What follows belongs to an exercise in optimizing a design on an open flow for small area, a short achievable clock period and few clock cycles per item; a production flow would make more cautious choices.
Where RTL was checked, it was by simulation tests only, not by an equivalence proof against the original.

==> inputs of 02-15 <==
==> flow/design.v <==
`timescale 1ns/1ps
module asconRound (
    input  logic [320-1:0] stateIn,
    input  logic [3:0]                   roundIdx,
    output logic [320-1:0] stateOut
);
    logic [64-1:0] x0, x1, x2, x3, x4;
    logic [64-1:0] t0, t1, t2, t3, t4;
    logic [64-1:0] y0, y1, y2, y3, y4;
    logic [7:0]                  rc;
    assign rc = {~roundIdx, roundIdx};
    always_comb begin
        x0 = stateIn[(320-1-64*(0)) -: 64];
        x1 = stateIn[(320-1-64*(1)) -: 64];
        x2 = stateIn[(320-1-64*(2)) -: 64];
        x3 = stateIn[(320-1-64*(3)) -: 64];
        x4 = stateIn[(320-1-64*(4)) -: 64];
        x2[7:0] = x2[7:0] ^ rc;
        x0 = x0 ^ x4;
        x4 = x4 ^ x3;
        x2 = x2 ^ x1;
        t0 = ~x0 & x1;
        t1 = ~x1 & x2;
        t2 = ~x2 & x3;
        t3 = ~x3 & x4;
        t4 = ~x4 & x0;
        x0 = x0 ^ t1;
        x1 = x1 ^ t2;
        x2 = x2 ^ t3;
        x3 = x3 ^ t4;
        x4 = x4 ^ t0;
        x1 = x1 ^ x0;
        x0 = x0 ^ x4;
        x3 = x3 ^ x2;
        x2 = ~x2;
        y0 = x0 ^ {x0[18:0], x0[63:19]} ^ {x0[27:0], x0[63:28]};
        y1 = x1 ^ {x1[60:0], x1[63:61]} ^ {x1[38:0], x1[63:39]};
        y2 = x2 ^ {x2[0:0],  x2[63:1]}  ^ {x2[5:0],  x2[63:6]};
        y3 = x3 ^ {x3[9:0],  x3[63:10]} ^ {x3[16:0], x3[63:17]};
        y4 = x4 ^ {x4[6:0],  x4[63:7]}  ^ {x4[40:0], x4[63:41]};
    end
    assign stateOut = {y0, y1, y2, y3, y4};
endmodule
`timescale 1ns/1ps
module asconPermutation #(
    parameter int roundsPerCycle = 1
) (
    input  logic [320-1:0] stateIn,
    input  logic [3:0]                   roundIdx,
    output logic [320-1:0] stateOut
);
    logic [320-1:0] chain [0:roundsPerCycle];
    assign chain[0] = stateIn;
    for (genvar g = 0; g < roundsPerCycle; g++) begin : g_round
        asconRound u_round (
            .stateIn (chain[g]),
            .roundIdx(roundIdx | 4'(g)),
            .stateOut(chain[g+1])
        );
    end
    assign stateOut = chain[roundsPerCycle];
endmodule
`timescale 1ns/1ps
module asconPadding (
    input  logic [64-1:0] block,
    input  logic [4-1:0]  len,
    output logic [64-1:0] padded,
    output logic [8-1:0] byteMask
);
    always_comb begin
        for (int b = 0; b < 8; b++) begin
            byteMask[8-1-b] = (b < len);
            if (b < len) begin
                padded[64-1-8*b -: 8] = block[64-1-8*b -: 8];
            end else if (b == len) begin
                padded[64-1-8*b -: 8] = 8'h80;
            end else begin
                padded[64-1-8*b -: 8] = 8'h00;
            end
        end
    end
endmodule
`timescale 1ns/1ps
module asconController (
    input  logic       clk,
    input  logic       rst,
    input  logic       start,
    input  logic       hasAd,
    input  logic       dLast,       
    output logic       idle,
    output logic [3:0] roundIdx,
    output logic       adMode,      
    output logic       injAd,       
    output logic       injText,     
    output logic       injKey34,    
    output logic       injDs,       
    output logic       read,
    output logic       outValid,
    output logic       tagValid
);
    localparam int R = 1;
    localparam logic [3:0] lastIdx = 4'(12 - R);
    localparam logic [3:0] preIdx  = 4'(12 - 2 * R);
    localparam logic [3:0] shortRunStart = 12 - 6;
    localparam logic [2:0] phIdle  = 3'd0;
    localparam logic [2:0] phInit  = 3'd1;
    localparam logic [2:0] phAd    = 3'd2;
    localparam logic [2:0] phText  = 3'd3;
    localparam logic [2:0] phFinal = 3'd4;
    localparam logic [2:0] phTag   = 3'd5;
    logic [2:0] phase;
    logic       isLast;
    logic       isPre;
    logic       absorbing;
    assign idle      = (phase == phIdle);
    assign isLast    = (roundIdx == lastIdx);
    assign isPre     = (roundIdx == preIdx);
    assign absorbing = (phase == phInit) || (phase == phAd) || (phase == phText);
    always_ff @(posedge clk or posedge rst) begin
        if (rst) begin
            phase    <= phIdle;
            roundIdx <= 4'd0;
            adMode   <= 1'b0;
            injAd    <= 1'b0;
            injText  <= 1'b0;
            injKey34 <= 1'b0;
            injDs    <= 1'b0;
            read     <= 1'b0;
            outValid <= 1'b0;
            tagValid <= 1'b0;
        end else begin
            injAd    <= absorbing && isPre && adMode;
            injText  <= absorbing && isPre && !adMode;
            injDs    <= ((phase == phInit) || (phase == phAd)) && isPre && !adMode;
            injKey34 <= ((phase == phInit) || (phase == phFinal)) && isPre;
            read     <= (absorbing && isPre && adMode) || injText;
            outValid <= injText;
            tagValid <= (phase == phFinal) && isLast;
            roundIdx <= roundIdx + 4'(R);
            case (phase)
                phIdle: begin
                    roundIdx <= 4'd0;
                    if (start) begin
                        phase  <= phInit;
                        adMode <= hasAd;
                    end
                end
                phInit, phAd, phText: begin
                    if (isLast) begin
                        roundIdx <= shortRunStart;
                        if (adMode) begin
                            phase  <= phAd;
                            adMode <= !dLast;
                        end else if (dLast) begin
                            phase    <= phFinal;
                            roundIdx <= 4'd0;
                        end else begin
                            phase <= phText;
                        end
                    end
                end
                phFinal: begin
                    if (isLast) begin
                        phase <= phTag;
                    end
                end
                default: begin
                    phase <= phIdle;
                end
            endcase
        end
    end
endmodule
`timescale 1ns/1ps
module asconTop (
    input  logic                         clk,
    input  logic                         rst,
    input  logic                         start,
    input  logic                         hasAd,
    input  logic                         enc,
    input  logic [128-1:0]   key,
    input  logic [128-1:0]   nonce,
    input  logic [64-1:0]  adBlock,
    input  logic [4-1:0]   adLen,
    input  logic [64-1:0]  textBlock,
    input  logic [4-1:0]   textLen,
    output logic                         read,
    output logic [64-1:0]  outBlock,
    output logic                         outValid,
    output logic [128-1:0]   tag,
    output logic                         tagValid
);
    localparam logic [4-1:0] fullLen = 8;
    logic                         idle;
    logic [3:0]                   roundIdx;
    logic                         adMode;
    logic                         injAd;
    logic                         injText;
    logic                         injKey34;
    logic                         injDs;
    logic [320-1:0] stateReg;
    logic [320-1:0] permOut;
    logic [128-1:0]   keyReg;
    logic [64-1:0]  selBlock;
    logic [4-1:0]   selLen;
    logic [64-1:0]  dPad;      
    logic [8-1:0] dBytes;    
    logic                         dLast;     
    logic [64-1:0]  outReg;
    logic [64-1:0]  mask64;
    logic [64-1:0]  keep0;
    logic [64-1:0]  inj0;
    logic [128-1:0]   inj12;
    logic [128-1:0]   inj34;
    logic [320-1:0] nextState;
    logic [64-1:0]  y0;
    asconController u_controller (
        .clk     (clk),
        .rst     (rst),
        .start   (start),
        .hasAd   (hasAd),
        .dLast   (dLast),
        .idle    (idle),
        .roundIdx(roundIdx),
        .adMode  (adMode),
        .injAd   (injAd),
        .injText (injText),
        .injKey34(injKey34),
        .injDs   (injDs),
        .read    (read),
        .outValid(outValid),
        .tagValid(tagValid)
    );
    asconPermutation #(
        .roundsPerCycle(1)
    ) u_permutation (
        .stateIn (stateReg),
        .roundIdx(roundIdx),
        .stateOut(permOut)
    );
    assign selBlock = adMode ? adBlock : textBlock;
    assign selLen   = adMode ? adLen : textLen;
    asconPadding u_pad (
        .block   (selBlock),
        .len     (selLen),
        .padded  (dPad),
        .byteMask(dBytes)
    );
    assign dLast = (selLen != fullLen);
    for (genvar b = 0; b < 8; b++) begin : g_mask
        assign mask64[8*b +: 8] = {8{dBytes[b]}};
    end
    assign keep0 = (injText && !enc) ? ~mask64 : '1;
    assign inj0  = (injAd || injText) ? dPad : '0;
    assign inj12 = (injText && dLast) ? keyReg : '0;
    assign inj34 = (injKey34 ? keyReg : '0) ^ {127'd0, injDs};
    assign y0 = permOut[(320-1-64*(0)) -: 64];
    always_comb begin
        nextState = permOut ^ {inj0, inj12, inj34};
        nextState[(320-1-64*(0)) -: 64] = (y0 & keep0) ^ inj0;
        if (idle) begin
            nextState = {64'h80400c0600000000, key, nonce};
        end
    end
    always_ff @(posedge clk) begin
        stateReg <= nextState;
        outReg   <= (y0 ^ dPad) & mask64;
        if (idle) begin
            keyReg <= key;
        end
    end
    assign outBlock = outReg;
    assign tag      = stateReg[128-1:0];
endmodule
==> flow/flow/run.sh <==
#!/bin/bash
# Standard ORFS layout, with plain buf_1 cells as the port buffers instead of
# the delay cells buffer_ports picks by default, and timing repair aiming
# below the clock period.
set -euo pipefail
export BUFFER_PORTS_ARGS="-buffer_cell sky130_fd_sc_hd__buf_1"
bash standard.sh > standard.log 2>&1
==> flow/standard.sh <==
#!/bin/bash
# synth_recipe.tcl (not shown) runs the flow's synth.tcl, then flattens the netlist and writes it again
# the make line also repeats each setting of config.mk as NAME=value (left out here)
make -C /OpenROAD-flow-scripts/flow DESIGN_CONFIG=/design/flow/config.mk WORK_HOME=/design/flow/orfs CLKGATE_MAP_FILE= SYNTH_SCRIPT=/design/flow/synth_recipe.tcl "${@:-finish}"
==> flow/config.mk <==
export PLATFORM = sky130hd
export DESIGN_NAME = asconTop
export DESIGN_NICKNAME = asconTop
export VERILOG_FILES = /design/flow/design.v
export SDC_FILE = /design/flow/constraint.sdc
export NUM_CORES = 4
export LEC_CHECK = 0
export CAP_MARGIN = 20
export CORE_MARGIN = 2
export CORE_UTILIZATION = 40
export SETUP_SLACK_MARGIN = 4.5
export SLEW_MARGIN = 20
==> flow/constraint.sdc <==
create_clock -name core_clock -period 8.0 [get_ports {clk}]
set_input_delay 1.6000 -clock core_clock [delete_from_list [all_inputs] [get_ports {clk}]]
set_output_delay 1.6000 -clock core_clock [all_outputs]
set_load 0.01 [all_outputs]
==> inputs of 09-05, as changes to 02-15 <==
Settings changed: SETUP_SLACK_MARGIN 4.5 to unset.
==> inputs of 03-21, as changes to 02-15 <==
--- a/flow/design.v
+++ b/flow/design.v
@@ -87,10 +87,12 @@
     input  logic       start,
     input  logic       hasAd,
+    input  logic       enc,
     input  logic       dLast,       
     output logic       idle,
     output logic [3:0] roundIdx,
     output logic       adMode,      
-    output logic       injAd,       
     output logic       injText,     
+    output logic       injAny,      
+    output logic       injDec,      
     output logic       injKey34,    
     output logic       injDs,       
@@ -122,6 +124,7 @@
             roundIdx <= 4'd0;
             adMode   <= 1'b0;
-            injAd    <= 1'b0;
             injText  <= 1'b0;
+            injAny   <= 1'b0;
+            injDec   <= 1'b0;
             injKey34 <= 1'b0;
             injDs    <= 1'b0;
@@ -130,6 +133,7 @@
             tagValid <= 1'b0;
         end else begin
-            injAd    <= absorbing && isPre && adMode;
             injText  <= absorbing && isPre && !adMode;
+            injAny   <= absorbing && isPre;
+            injDec   <= absorbing && isPre && !adMode && !enc;
             injDs    <= ((phase == phInit) || (phase == phAd)) && isPre && !adMode;
             injKey34 <= ((phase == phInit) || (phase == phFinal)) && isPre;
@@ -191,10 +195,10 @@
     output logic                         tagValid
 );
-    localparam logic [4-1:0] fullLen = 8;
     logic                         idle;
     logic [3:0]                   roundIdx;
     logic                         adMode;
-    logic                         injAd;
     logic                         injText;
+    logic                         injAny;
+    logic                         injDec;
     logic                         injKey34;
     logic                         injDs;
@@ -204,6 +208,10 @@
     logic [64-1:0]  selBlock;
     logic [4-1:0]   selLen;
-    logic [64-1:0]  dPad;      
+    logic [8-1:0] lenBytes;
     logic [8-1:0] dBytes;    
+    logic [8-1:0] padBytes;  
+    logic [8-1:0] injBytes;
+    logic [8-1:0] injPads;
+    logic [8-1:0] decBytes;
     logic                         dLast;     
     logic [64-1:0]  outReg;
@@ -220,10 +228,12 @@
         .start   (start),
         .hasAd   (hasAd),
+        .enc     (enc),
         .dLast   (dLast),
         .idle    (idle),
         .roundIdx(roundIdx),
         .adMode  (adMode),
-        .injAd   (injAd),
         .injText (injText),
+        .injAny  (injAny),
+        .injDec  (injDec),
         .injKey34(injKey34),
         .injDs   (injDs),
@@ -241,16 +251,22 @@
     assign selBlock = adMode ? adBlock : textBlock;
     assign selLen   = adMode ? adLen : textLen;
-    asconPadding u_pad (
-        .block   (selBlock),
-        .len     (selLen),
-        .padded  (dPad),
-        .byteMask(dBytes)
-    );
-    assign dLast = (selLen != fullLen);
-    for (genvar b = 0; b < 8; b++) begin : g_mask
-        assign mask64[8*b +: 8] = {8{dBytes[b]}};
-    end
-    assign keep0 = (injText && !enc) ? ~mask64 : '1;
-    assign inj0  = (injAd || injText) ? dPad : '0;
+    always_comb begin
+        for (int b = 0; b < 8; b++) begin
+            lenBytes[8-1-b] = (b < selLen);
+        end
+    end
+    always_ff @(posedge clk) begin
+        dBytes <= lenBytes;
+    end
+    assign padBytes = {1'b1, dBytes[8-1:1]} & ~dBytes;
+    assign dLast    = !dBytes[0];
+    assign injBytes = dBytes & {8{injAny}};
+    assign injPads  = padBytes & {8{injAny}};
+    assign decBytes = dBytes & {8{injDec}};
+    for (genvar b = 0; b < 8; b++) begin : g_pad
+        assign inj0[8*b +: 8]   = (selBlock[8*b +: 8] & {8{injBytes[b]}}) | {injPads[b], 7'd0};
+        assign mask64[8*b +: 8] = {8{injBytes[b]}};
+        assign keep0[8*b +: 8]  = {8{!decBytes[b]}};
+    end
     assign inj12 = (injText && dLast) ? keyReg : '0;
     assign inj34 = (injKey34 ? keyReg : '0) ^ {127'd0, injDs};
@@ -265,5 +281,5 @@
     always_ff @(posedge clk) begin
         stateReg <= nextState;
-        outReg   <= (y0 ^ dPad) & mask64;
+        outReg   <= (y0 ^ inj0) & mask64;
         if (idle) begin
             keyReg <= key;
==> flow/flow/run.sh (replaced) <==
#!/bin/bash
# Standard ORFS layout, with plain buf_1 cells as the port buffers instead of
# the delay cells buffer_ports picks by default, a clock tree with larger
# sink clusters and no dummy loads, and timing repair aiming below the period.
set -euo pipefail
export BUFFER_PORTS_ARGS="-buffer_cell sky130_fd_sc_hd__buf_1"
export CTS_ARGS="-sink_clustering_enable -repair_clock_nets -dont_use_dummy_load -sink_clustering_size 20 -sink_clustering_max_diameter 80"
export SETUP_SLACK_MARGIN=5.2
bash standard.sh > standard.log 2>&1
Settings changed: SETUP_SLACK_MARGIN 4.5 to unset, SLEW_MARGIN 20 to 45.
==> run notes <==
item                                                                                                   03-21                    09-05                    02-15
Mux cell area share after synthesis                                                                    3.42%                    3.59%                    3.59%
Start of the worst register-to-register path                                                    stateReg[56]      u_controller.adMode            stateReg[115]
Fin crit share                                                                                         35.2%                    51.1%                    43.0%
Result of the run                                                                    complete, no violations  complete, no violations  complete, no violations
Multi-input combinational cell count                                                                   3,061                    3,150                    3,152
Half-perimeter wire length after placement                                                        138,000 um               142,000 um               142,000 um
Net count of the finished layout                                                                       5,004                    5,116                    5,122
Area share of and/or/nand/nor cells after synthesis                                                    8.24%                    9.23%                    9.23%
Worst slack, placed                                                                                  4.68 ns                  3.72 ns                  3.72 ns
Clock transition time at the flip-flop clock pins of the worst setup and hold paths                  0.09 ns                  0.06 ns                  0.06 ns
Critical Path End                                                                               stateReg[56]            stateReg[316]            stateReg[105]
Hold Path Cell Cnt                                                                                         0                        1                        1
Number of CTS-inserted buffers                                                                            42                       66                       66
Launching element of the worst setup path                                                       stateReg[56]      u_controller.adMode            stateReg[115]
Seq/total area                                                                                         28.7%                    27.6%                    27.6%
Largest net degree at the start of global routing                                                        108                      181                      181
Post-synthesis xor/xnor area fraction                                                                  36.4%                    35.2%                    35.2%
Critical Path Stages                                                                                       7                        8                        7
Slew HR                                                                                                37.0%                    7.41%                    13.9%
Worst Max-Slew Pin Slew                                                                             0.941 ns                  1.38 ns                  1.28 ns
Vias per std cell                                                                                       5.38                     5.35                     5.36
Testbench counts of 03-21, summed over its fixed seeds: cycles 17,560, blocks 1,860.
For 02-15 and 09-05, only the layout was checked, not whether the RTL still works.

[separate check: timing with driven ports]
How much do the figures lean on ideal ports? The routed layouts below were timed once more, with nothing changed but the port constraints.
Step 1: set_driving_cell puts a clkbuf_16 on clk and a buf_2 on each other input, an assumption about the parent block.
Step 2 also shifts input and output timing later by t, the mid clock arrival at the registers, as if the neighbouring blocks saw the same clock.
Slacks: ideal ports / drivers / drivers and shift; pairs: ideal ports / drivers.
| run | t, ns | setup WS [ns] | worst setup path at the end | slew at the worst register clock pin (ns) | worst data-port slew with drivers (ns) |
|---|---|---|---|---|---|
| 02-15 | 0.706 | 4.558 / 4.558 / 4.009 | input to register | 0.07 / 0.07 | 0.18 |
| 09-05 | 0.702 | 3.914 / 3.914 / 3.611 | input to register | 0.07 / 0.07 | 0.18 |
| 03-21 | 0.664 | 5.183 / 5.126 / 5.093 | input to register | 0.09 / 0.09 | 0.18 |
After both steps every run listed still meets setup and hold. The setup slack of 02-15, which loses most, moves by 0.000 ns with the drivers and by -0.549 ns with both steps.
